What follows belongs to an exercise in optimizing a design on an open flow for small area; a production flow would make more cautious choices. In this exercise RTL edits were held to simulation tests only and were not proved equivalent to the original. Power is estimated from default activity; no workload was simulated.

## design.v

```verilog
`default_nettype none
module regfile_sb #(
  parameter int WIDTH    = 32,
  parameter int DEPTH    = 32,
  parameter bit ZERO_REG = 1'b1,
  parameter bit BYPASS   = 1'b1,
  parameter int AW       = $clog2(DEPTH)
) (
  input  logic             clk,
  input  logic             rst,
  input  logic [AW-1:0]    rs1_addr,
  input  logic [AW-1:0]    rs2_addr,
  output logic [WIDTH-1:0] rs1_data,
  output logic [WIDTH-1:0] rs2_data,
  output logic             rs1_busy,
  output logic             rs2_busy,
  input  logic             wr_en,
  input  logic [AW-1:0]    wr_addr,
  input  logic [WIDTH-1:0] wr_data,
  input  logic             rsv_en,
  input  logic [AW-1:0]    rsv_addr,
  output logic             init_done,
  output logic [AW:0]      busy_cnt
);
  typedef enum logic [0:0] {
    ST_INIT = 1'b0,
    ST_RUN  = 1'b1
  } state_e;
  localparam logic [AW-1:0] c_last_idx = AW'(DEPTH - 1);
  state_e           state_q, state_d;
  logic [AW-1:0]    idx_q, idx_d;
  logic [DEPTH-1:0] busy_q, busy_d;
  logic [AW:0]      busy_cnt_q, busy_cnt_d;
  logic [WIDTH-1:0] regs_q [DEPTH];
  logic run;
  logic wr_ok;
  logic rsv_ok;
  logic cnt_inc;
  logic cnt_dec;
  function automatic logic addr_ok(input logic [AW-1:0] a);
    addr_ok = (int'(a) < DEPTH) && !(ZERO_REG && (a == '0));
  endfunction
  assign run    = (state_q == ST_RUN);
  assign wr_ok  = run && wr_en  && addr_ok(wr_addr);
  assign rsv_ok = run && rsv_en && addr_ok(rsv_addr);
  always_comb begin
    state_d = state_q;
    idx_d   = idx_q;
    if (state_q == ST_INIT) begin
      if (idx_q == c_last_idx) begin
        state_d = ST_RUN;
        idx_d   = '0;
      end else begin
        idx_d = idx_q + 1'b1;
      end
    end
  end
  always_comb begin
    busy_d     = busy_q;
    busy_cnt_d = busy_cnt_q;
    cnt_inc    = 1'b0;
    cnt_dec    = 1'b0;
    if (wr_ok) begin
      busy_d[wr_addr] = 1'b0;
      cnt_dec = busy_q[wr_addr] && !(rsv_ok && (rsv_addr == wr_addr));
    end
    if (rsv_ok) begin
      busy_d[rsv_addr] = 1'b1;
      cnt_inc = !busy_q[rsv_addr];
    end
    if (cnt_inc && !cnt_dec) begin
      busy_cnt_d = busy_cnt_q + 1'b1;
    end else if (cnt_dec && !cnt_inc) begin
      busy_cnt_d = busy_cnt_q - 1'b1;
    end
  end
  always_ff @(posedge clk) begin
    if (!rst) begin
      state_q    <= ST_INIT;
      idx_q      <= '0;
      busy_q     <= '0;
      busy_cnt_q <= '0;
    end else begin
      state_q    <= state_d;
      idx_q      <= idx_d;
      busy_q     <= busy_d;
      busy_cnt_q <= busy_cnt_d;
    end
  end
  always_ff @(posedge clk) begin
    if (rst) begin
      if (state_q == ST_INIT) begin
        regs_q[idx_q] <= '0;
      end else if (wr_ok) begin
        regs_q[wr_addr] <= wr_data;
      end
    end
  end
  function automatic logic [WIDTH:0] read_port(input logic [AW-1:0] a);
    read_port = '0;
    if (run && addr_ok(a)) begin
      if (BYPASS && wr_ok && (a == wr_addr)) begin
        read_port = {1'b0, wr_data};
      end else begin
        read_port = {busy_q[a], regs_q[a]};
      end
    end
  endfunction
  assign {rs1_busy, rs1_data} = read_port(rs1_addr);
  assign {rs2_busy, rs2_data} = read_port(rs2_addr);
  assign init_done            = run;
  assign busy_cnt             = busy_cnt_q;
endmodule
`default_nettype wire
```

## run.sh

```bash
#!/bin/bash
# synth_recipe.tcl (not shown) runs the flow's synth.tcl, then flattens the netlist and writes it again
# the make line also repeats each setting of config.mk as NAME=value (left out here)
make -C /OpenROAD-flow-scripts/flow DESIGN_CONFIG=/design/flow/config.mk WORK_HOME=/design/flow/orfs CLKGATE_MAP_FILE= SYNTH_SCRIPT=/design/flow/synth_recipe.tcl finish
```

## config.mk

```make
export PLATFORM = sky130hd
export DESIGN_NAME = regfile_sb
export DESIGN_NICKNAME = regfile_sb
export VERILOG_FILES = /design/flow/design.v
export SDC_FILE = /design/flow/constraint.sdc
export NUM_CORES = 4
export LEC_CHECK = 0
export CAP_MARGIN = 20
export CORE_MARGIN = 2
export CORE_UTILIZATION = 40
export SLEW_MARGIN = 20
```

## constraint.sdc

```tcl
create_clock -name core_clock -period 10.0 [get_ports {clk}]
set_input_delay 2.0000 -clock core_clock [delete_from_list [all_inputs] [get_ports {clk}]]
set_output_delay 2.0000 -clock core_clock [all_outputs]
set_load 0.01 [all_outputs]
```

==> results.rst <==
.. list-table::
   :header-rows: 1

   * - Metric
     - Value
   * - Register clock-pin slew on the reported worst setup and hold paths
     - 0.06 ns
   * - Number of port buffers
     - 128
   * - Number of unique standard cell types used by synthesis
     - 68
   * - Total number of placement rows
     - 132
   * - Fraction of power spent switching nets
     - 22.7%
   * - Synth Flop Type
     - edfxtp_1
   * - Floorplan die width
     - 365 um
   * - Number of buffers inserted for hold repair after clock tree synthesis
     - 0
   * - Mapped Avg Cell Area
     - 17.9 um^2
   * - Run status
     - no timing/DRC/antenna violations
   * - Total core area
     - 129000 um^2
   * - Final Hold Violating Endpoints
     - 0
   * - Count of buffers added by post-CTS timing repair for setup
     - 0
   * - Violation count after the first detailed-routing iteration
     - 4215
   * - Half-perimeter wire length of the detailed placement result
     - 102 mm
   * - Via count
     - 32200
   * - Post-detailed-placement cell area
     - 55700 um^2
   * - Min Clock Period, post-route
     - 8.24 ns
   * - Flops & latches, synth
     - 1068
   * - Peak clock frequency supported by timing
     - 121 MHz
   * - Critical Path Start Type
     - input port
   * - Cts repair resizes
     - 0
   * - Syn nets
     - 2999
   * - Latest clock arrival within the worst-skew pair
     - 0.70 ns
   * - Worst slew slack as a fraction of its limit
     - 23.0%
   * - Sequential fraction of design power
     - 51.2%
   * - Final period utilization
     - 82.4%
   * - Switching power summed over all nets
     - 2.16 mW
   * - Finished layout cell area
     - 59200 um^2
   * - Initial cell density of the core
     - 40.3%
   * - Post-synth EDFFs
     - 1024
   * - Die H
     - 365 um
   * - Number of antenna violations at the first check in global routing
     - 7
   * - Total Negative Setup Slacks
     - 0 ns
   * - Met1 wire length
     - 65.6 mm
   * - WP data arrival
     - 6.24 ns
   * - Number of routed nets with antenna violations
     - 0
   * - IO Pins
     - 129
   * - Total standard cell area after synthesis
     - 52200 um^2
   * - # setup viols final
     - 0
   * - Detailed-route wire length
     - 169 mm
   * - Combinational share of power
     - 6.6%
   * - Global-route wire length before repair
     - 240 mm
   * - Gate Count Post-Synth
     - 2925
   * - Final-report max-slew violation count
     - 0
   * - Amount of wire on met2 after detailed routing
     - 79.5 mm
   * - Number of remaining DRC errors
     - 0
   * - Crit Path Class
     - input port to output port
   * - Overall fraction of global-route tracks in use
     - 25.2%
   * - Number of global-route vias before repair
     - 32400
   * - Maximum VDD drop
     - 0.000131 V
   * - Static leakage power
     - 21.4 nW
   * - Power density over the cells
     - 160 nW/um^2
   * - Fraction of registers with async set or reset after synthesis
     - 0%
   * - Seq/Total Area, Yosys
     - 60.6%
   * - Worst setup EP type
     - output port
   * - Yosys Warn Count
     - 1
   * - Root buffer cell
     - clkbuf_16
   * - Fin nets
     - 3097
   * - Routed length per instance
     - 34.8 um
   * - Max Root-Sink Buffers
     - 3
   * - Worst-case clock skew
     - 0.0166 ns
   * - Hold/Removal Path Class
     - register to register
   * - RSZ-0062 raised after global routing
     - no
   * - H-tree level count
     - 3
   * - Clock Sink Count
     - 1068
   * - Maximum number of pins on one net before global-route repair
     - 112
   * - Max FO, Critical Path
     - 20
   * - WL met3
     - 16.3 mm
   * - Highest metal used
     - met5
   * - Die ar.
     - 133000 um^2
   * - Worst path required time
     - 8.00 ns
   * - TritonCTS Buffers
     - 108
   * - Transition time at the pin with the least slew margin
     - 1.15 ns
   * - Placer's final routability congestion estimate
     - 0.877
   * - Power share of the clock group
     - 42.2%
   * - Fraction of layout cells with a size suffix above 1
     - 24.7%
   * - Via-per-instance ratio
     - 6.62
   * - Number of maximum-capacitance constraint violations
     - 0
   * - TritonCTS clock tree
     - built
   * - Total gr overflow
     - 0
   * - Length of the first detailed-routing pass in iterations
     - 5
   * - Int Power
     - 7.35 mW
   * - Area growth, synth to finish
     - 13.4%
cells in the mapped netlist (3+ instances only):
library cell     n  area share, %
o211ai_1         4          0.058
a211oi_1         4          0.058
buf_6           20           0.43
inv_1           13          0.093
nand3_1         21           0.20
xor2_1          11           0.18
a22oi_1         76            1.1
nand2b_1         6          0.072
nand4_1          3          0.036
o21ai_0         77           0.74
and2_1          39           0.47
dfxtp_1         44            1.7
mux4_2         444             19
o21ai_1          4          0.038
xnor2_1         14           0.23
o221ai_1         5          0.084
mux2_2           4          0.086
o21a_1          16           0.23
a21o_1          34           0.49
buf_12           3           0.12
nor2b_1         49           0.59
a21boi_1        20           0.29
inv_2            3          0.022
buf_2           49           0.47
mux2_1           3          0.065
a22o_1          31           0.52
nor4_1           7          0.084
mux2i_1        285            5.5
mux4_1          26            1.3
nand3b_1         4          0.058
o31ai_1          5          0.072
buf_1           11          0.079
clkbuf_1       130           0.93
a31oi_1          3          0.036
ha_1            17           0.41
a21oi_1         40           0.38
a221oi_1       131            2.2
nand2_1         74           0.53
nor2_1          69           0.50
buf_4           21           0.30
nor3_1          15           0.14
a211o_1         31           0.52
edfxtp_1      1024             59
logic make-up (layout without fill, tap and decap cells):
| logic type | count (synthesis) | in the layout | share of synthesized area (%) |
|---|---|---|---|
| flip-flops | 1068 | 1068 | 60.6 |
| multiplexers | 762 | 762 | 26.1 |
| AO/OA/AOI/OAI | 497 | 497 | 7.08 |
| AND/OR/NAND/NOR | 305 | 305 | 2.96 |
| buffers and inverters | 250 | 438 | 2.45 |
| XOR/XNOR | 25 | 25 | 0.419 |
| adder cells (fa/ha/maj) | 18 | 18 | 0.446 |
| other | 0 | 1 | 0 |
final timing paths:
kind                 startpoint            end  slack (ns)  depth (start not counted)
setup / recovery     wr_addr[2]   rs1_data[12]        1.76                         10
hold / removal    busy_cnt_q[5]  busy_cnt_q[5]        0.49                          2
setup reg to reg        state_q   regs_q[6][6]        5.49                          6
hold reg to reg   busy_cnt_q[5]  busy_cnt_q[5]        0.49                          2
metal layers:
layer / global-route usage (%) / vias to the layer above
met5: 0 / -
met1: 34.0 / 17100
met3: 5.09 / 362
met4: 11.0 / 2
met2: 39.9 / 1936
li1: - / 12700
worst max-delay path: stages:
cell and delay, ns:
clkdlybuf4s50_1 1.04, nor2_1 0.16, and2_1 0.21, ha_1 0.21
nand3b_1 0.29, o311ai_4 0.89, buf_4 0.48, a21oi_1 0.09
a211o_1 0.33, clkdlybuf4s50_1 0.51
power groups by stage:
stage	clock network (mW)	logic [mW]	registers (mW)
final	4.01	0.628	4.86
after CTS	4.05	0.624	4.86
after detailed placement	0	0.622	4.96
after global routing	4.23	0.652	4.86
after global placement	0	0.621	4.96
after floorplan	0	0.403	4.96
cell usage in the layout, fill, tap and decap left out, types with 13 or more instances in the layout:
cell	netlist	routed
edfxtp_1	1024	1024
a21boi_1	20	20
nand3_1	21	21
clkbuf_1	130	21
a211o_1	31	31
a22o_1	31	31
nor2_4	0	34
and2_2	0	13
a21oi_1	40	40
nor3_1	15	14
o21a_1	16	16
clkinv_2	0	28
mux2i_1	285	285
nor2b_1	49	47
mux4_1	26	26
and2_1	39	26
nand2_1	74	74
clkinv_1	0	24
clkbuf_16	0	111
ha_1	17	17
a221oi_1	131	131
o21ai_0	77	77
xnor2_1	14	14
buf_4	21	83
a21o_1	34	34
a22oi_1	76	76
nor2_1	69	35
dfxtp_1	44	44
mux4_2	444	444
clkdlybuf4s50_1	0	122
final cells by class:
class,count,area (um^2)
flip-flops and latches,1068,31600
clock buffers,135,2900
multi-input cells,1607,19700
well taps,1742,2180
diodes,1,2.50
clock inverters,65,544
inverters,16,65.1
fillers,11000,70300
repair buffers,222,2210
metrics by stage:
step	hold slack, ns	setup slack [ns]	total power, mW	std cells	util [%]
finish	0.487	1.76	9.50	4856	45.7
global route	0.519	1.65	9.75	4855	45.7
CTS	0.488	1.73	9.54	4853	45.7
detailed placement	0.475	1.75	5.58	4653	43.0
global placement	0.455	1.88	5.58	4648	42.9
floorplan	0.462	3.38	5.36	2925	-
flip-flops by register name, indices dropped and copies added (netlist names):
register    cells
busy_cnt_q      6
busy_q         32
idx_q           5
regs_q       1024
state_q         1

-- re-timing with driven ports --
In the flow no input, the clock included, has a driving cell. The finished layout below was timed again as built, in two steps.
Step 1 (the two cells are an assumption about what drives the block):
set clk [get_ports {clk}]
set_driving_cell -lib_cell sky130_fd_sc_hd__clkbuf_16 $clk
set_driving_cell -lib_cell sky130_fd_sc_hd__buf_2 [delete_from_list [all_inputs] $clk]
Step 2 moves the port delays by t, midway between the first and last clock arrival at a register: inputs arrive t later, outputs are due t later. That takes back most of the time a late clock gives input paths.
Slacks: no drivers / after step 1 / after step 2; pairs: no drivers / after step 1.
shift t [ns]: 0.774
setup slack, ns: 1.758 / 1.724 / 1.724
hold WS [ns]: 0.487 / 0.487 / 0.487
worst setup path after step 2: input to output
worst data-port slew with drivers (ns): 0.10
After both steps setup and hold are still met in this run. The setup slack of this run moves by -0.034 ns with the drivers and by -0.034 ns with both steps.
